This is an optimization exercise on Yosys and OpenROAD, whose aim is small area, a short achievable clock period and few clock cycles, not a production implementation. In this exercise RTL edits were held to simulation tests only and were not proved equivalent to the original.

==> inputs of maple <==
Design yuv_box_nearest_color_classifier, start of the top module:
module yuv_box_nearest_color_classifier (
    input  logic        i_clk,
    input  logic        i_rst_n,
    input  logic        i_req_valid,
    output logic        o_req_ready,
    input  logic        i_req_operation,
    input  logic [3:0]  i_req_entry,
    input  logic [9:0]  i_req_y_min,
    input  logic [9:0]  i_req_y_max,
    input  logic [9:0]  i_req_u_min,
    input  logic [9:0]  i_req_u_max,
    input  logic [9:0]  i_req_v_min,
    input  logic [9:0]  i_req_v_max,
    input  logic [7:0]  i_req_red,
    input  logic [7:0]  i_req_green,
    input  logic [7:0]  i_req_blue,
    output logic        o_res_valid,
    input  logic        i_res_ready,
    output logic [3:0]  o_res_class_index,
    input  logic        i_cfg_wr_en,
    input  logic [0:0]  i_cfg_index,
    input  logic [11:0] i_cfg_wdata
);
==> module yuvb_add, before the edit <==
module yuvb_add #(
    parameter int N = 8
) (
    input  logic [N-1:0] i_a,
    input  logic [N-1:0] i_b,
    input  logic         i_ci,
    output logic [N-1:0] o_s
);
    localparam int L = (N > 1) ? $clog2(N) : 1;
    logic [(L+1)*N-1:0] g, p;
    logic [N-1:0] x;
    assign x = i_a ^ i_b;
    always_comb begin
        g[N-1:0] = i_a & i_b;
        p[N-1:0] = x;
        g[0] = g[0] | (x[0] & i_ci);
        for (int l = 1; l <= L; l++) begin
            for (int i = 0; i < N; i++) begin
                if (i >= (1 << (l - 1))) begin
                    g[l*N+i] = g[(l-1)*N+i] | (p[(l-1)*N+i] & g[(l-1)*N+i-(1 << (l - 1))]);
                    p[l*N+i] = p[(l-1)*N+i] & p[(l-1)*N+i-(1 << (l - 1))];
                end else begin
                    g[l*N+i] = g[(l-1)*N+i];
                    p[l*N+i] = p[(l-1)*N+i];
                end
            end
        end
    end
    assign o_s = x ^ {g[L*N +: N-1], i_ci};
endmodule
clock: 13.5 ns
lec_check: 0
cap_margin: 20
core_margin: 2
core_utilization: 50
setup_slack_margin: 5
slew_margin: 20
run.sh (not shown) runs the stock make flow with config.mk's settings and CLKGATE_MAP_FILE= SYNTH_SCRIPT=/design/flow/synth_recipe.tcl, a recipe that flattens the netlist after the stock synthesis.
==> inputs of willow, as changes to maple <==
--- a/flow/design.v
+++ b/flow/design.v
@@ -3,6 +3,6 @@
     localparam int KEY_W      = 13;
     localparam int IDLE_HOLD  = 6;
-    localparam int CREDITS    = 12;
-    localparam int CNT_W      = 5;
+    localparam int CREDITS    = 11;
+    localparam int CNT_W      = 4;
     function automatic logic [3:0] f_mod10(input logic [10:0] x);
         logic [4:0] s;
@@ -37,12 +37,12 @@
         p[N-1:0] = x;
         g[0] = g[0] | (x[0] & i_ci);
-        for (int l = 1; l <= L; l++) begin
+        for (int l = 0; l < L; l++) begin
             for (int i = 0; i < N; i++) begin
-                if (i >= (1 << (l - 1))) begin
-                    g[l*N+i] = g[(l-1)*N+i] | (p[(l-1)*N+i] & g[(l-1)*N+i-(1 << (l - 1))]);
-                    p[l*N+i] = p[(l-1)*N+i] & p[(l-1)*N+i-(1 << (l - 1))];
+                if ((i >> l) & 1) begin
+                    g[(l+1)*N+i] = g[l*N+i] | (p[l*N+i] & g[l*N+(((i >> l) << l) - 1)]);
+                    p[(l+1)*N+i] = p[l*N+i] & p[l*N+(((i >> l) << l) - 1)];
                 end else begin
-                    g[l*N+i] = g[(l-1)*N+i];
-                    p[l*N+i] = p[(l-1)*N+i];
+                    g[(l+1)*N+i] = g[l*N+i];
+                    p[(l+1)*N+i] = p[l*N+i];
                 end
             end
==> flow/flow/run.sh (new file) <==
#!/bin/bash
set -euo pipefail
bash standard.sh SETUP_SLACK_MARGIN=8.5 finish > flow_make.log 2>&1
==> flow/standard.sh (new file) <==
#!/bin/bash
# synth_recipe.tcl (not shown) runs the flow's synth.tcl, then flattens the netlist and writes it again
# the make line also repeats each setting of config.mk as NAME=value (left out here)
make -C /OpenROAD-flow-scripts/flow DESIGN_CONFIG=/design/flow/config.mk WORK_HOME=/design/flow/orfs CLKGATE_MAP_FILE= SYNTH_SCRIPT=/design/flow/synth_recipe.tcl "${@:-finish}"
--- a/flow/config.mk
+++ b/flow/config.mk
@@ -9,4 +9,3 @@
 export CORE_MARGIN = 2
 export CORE_UTILIZATION = 50
-export SETUP_SLACK_MARGIN = 5
 export SLEW_MARGIN = 20
removed: flow/run.sh
==> inputs of yarrow, as changes to maple <==
--- a/flow/design.v
+++ b/flow/design.v
@@ -3,6 +3,6 @@
     localparam int KEY_W      = 13;
     localparam int IDLE_HOLD  = 6;
-    localparam int CREDITS    = 12;
-    localparam int CNT_W      = 5;
+    localparam int CREDITS    = 11;
+    localparam int CNT_W      = 4;
     function automatic logic [3:0] f_mod10(input logic [10:0] x);
         logic [4:0] s;
@@ -37,12 +37,12 @@
         p[N-1:0] = x;
         g[0] = g[0] | (x[0] & i_ci);
-        for (int l = 1; l <= L; l++) begin
+        for (int l = 0; l < L; l++) begin
             for (int i = 0; i < N; i++) begin
-                if (i >= (1 << (l - 1))) begin
-                    g[l*N+i] = g[(l-1)*N+i] | (p[(l-1)*N+i] & g[(l-1)*N+i-(1 << (l - 1))]);
-                    p[l*N+i] = p[(l-1)*N+i] & p[(l-1)*N+i-(1 << (l - 1))];
+                if ((i >> l) & 1) begin
+                    g[(l+1)*N+i] = g[l*N+i] | (p[l*N+i] & g[l*N+(((i >> l) << l) - 1)]);
+                    p[(l+1)*N+i] = p[l*N+i] & p[l*N+(((i >> l) << l) - 1)];
                 end else begin
-                    g[l*N+i] = g[(l-1)*N+i];
-                    p[l*N+i] = p[(l-1)*N+i];
+                    g[(l+1)*N+i] = g[l*N+i];
+                    p[(l+1)*N+i] = p[l*N+i];
                 end
             end
--- a/flow/config.mk
+++ b/flow/config.mk
@@ -8,5 +8,5 @@
 export CAP_MARGIN = 20
 export CORE_MARGIN = 2
-export CORE_UTILIZATION = 50
+export CORE_UTILIZATION = 40
 export SETUP_SLACK_MARGIN = 5
 export SLEW_MARGIN = 20
==> insert_results.sql <==
INSERT INTO impl_metrics (metric_group, metric, value, unit) VALUES
('timing', 'fmax', '168', 'MHz'),
('clock_network', 'cts_setup_buffers', '0', ''),
('die', 'die_x', '638', 'um'),
('drt', 'route.final.wire_length', '519000', 'um'),
('grt', 'grt.met3_usage', '3.20', '%'),
('status', 'run_status', 'complete, no violations', ''),
('place', 'postPlaceCellArea', '0.169', 'mm2'),
('drt', 'via_per_inst', '5.47', '');
The numbers above come from yarrow.

==> insert_results.sql <==
INSERT INTO impl_metrics (metric_group, metric, value, unit) VALUES
('grt', 'grt.met3_usage', '3.78', '%'),
('place', 'postPlaceCellArea', '0.167', 'mm2'),
('drt', 'via_per_inst', '5.70', ''),
('clock_network', 'cts_setup_buffers', '16', ''),
('status', 'run_status', 'complete, no violations', ''),
('timing', 'fmax', '202', 'MHz'),
('die', 'die_x', '571', 'um');
The numbers above come from willow.

==> insert_results.sql <==
INSERT INTO impl_metrics (metric_group, metric, value, unit) VALUES
('grt', 'grt.met3_usage', '3.82', '%'),
('drt', 'via_per_inst', '5.76', ''),
('clock_network', 'cts_setup_buffers', '0', ''),
('status', 'run_status', 'finished with violations', ''),
('status', 'checkFailReasons', 'antenna rules', ''),
('drt', 'final_antenna_net_count', '1', '');
The numbers above come from maple.

Testbench counts of maple, summed over its fixed seeds: cycles 2,696.
Testbench counts of willow, summed over its fixed seeds: cycles 2,696.
Testbench counts of yarrow, summed over its fixed seeds: cycles 2,696.

afterwards: timing with drivers on the ports:
How much do the figures lean on ideal ports? The routed layouts below were timed once more, with nothing changed but the port constraints. Step 1 assumes that a clkbuf_16 drives the clock port and a buf_2 every other input. Step 2 adds t to the input delays and takes it off the output delays; t is the mean of the earliest and latest rising clock arrival at the registers after step 1. Input paths then give back, and output paths get back, about the clock's delay inside the block. Three values: ideal ports, drivers, drivers and shift; two values: the first two.
| run | t (ns) | setup slack, ns | worst setup path after step 2 |
|---|---|---|---|
| maple | 1.022 | 7.654 / 7.654 / 7.122 | input to register |
| willow | 1.022 | 8.544 / 8.544 / 7.939 | input to register |
| yarrow | 1.014 | 7.532 / 7.532 / 7.532 | register to register |
For willow, which loses most, drivers alone change the setup slack by 0.000 ns; drivers and shift together by -0.605 ns.
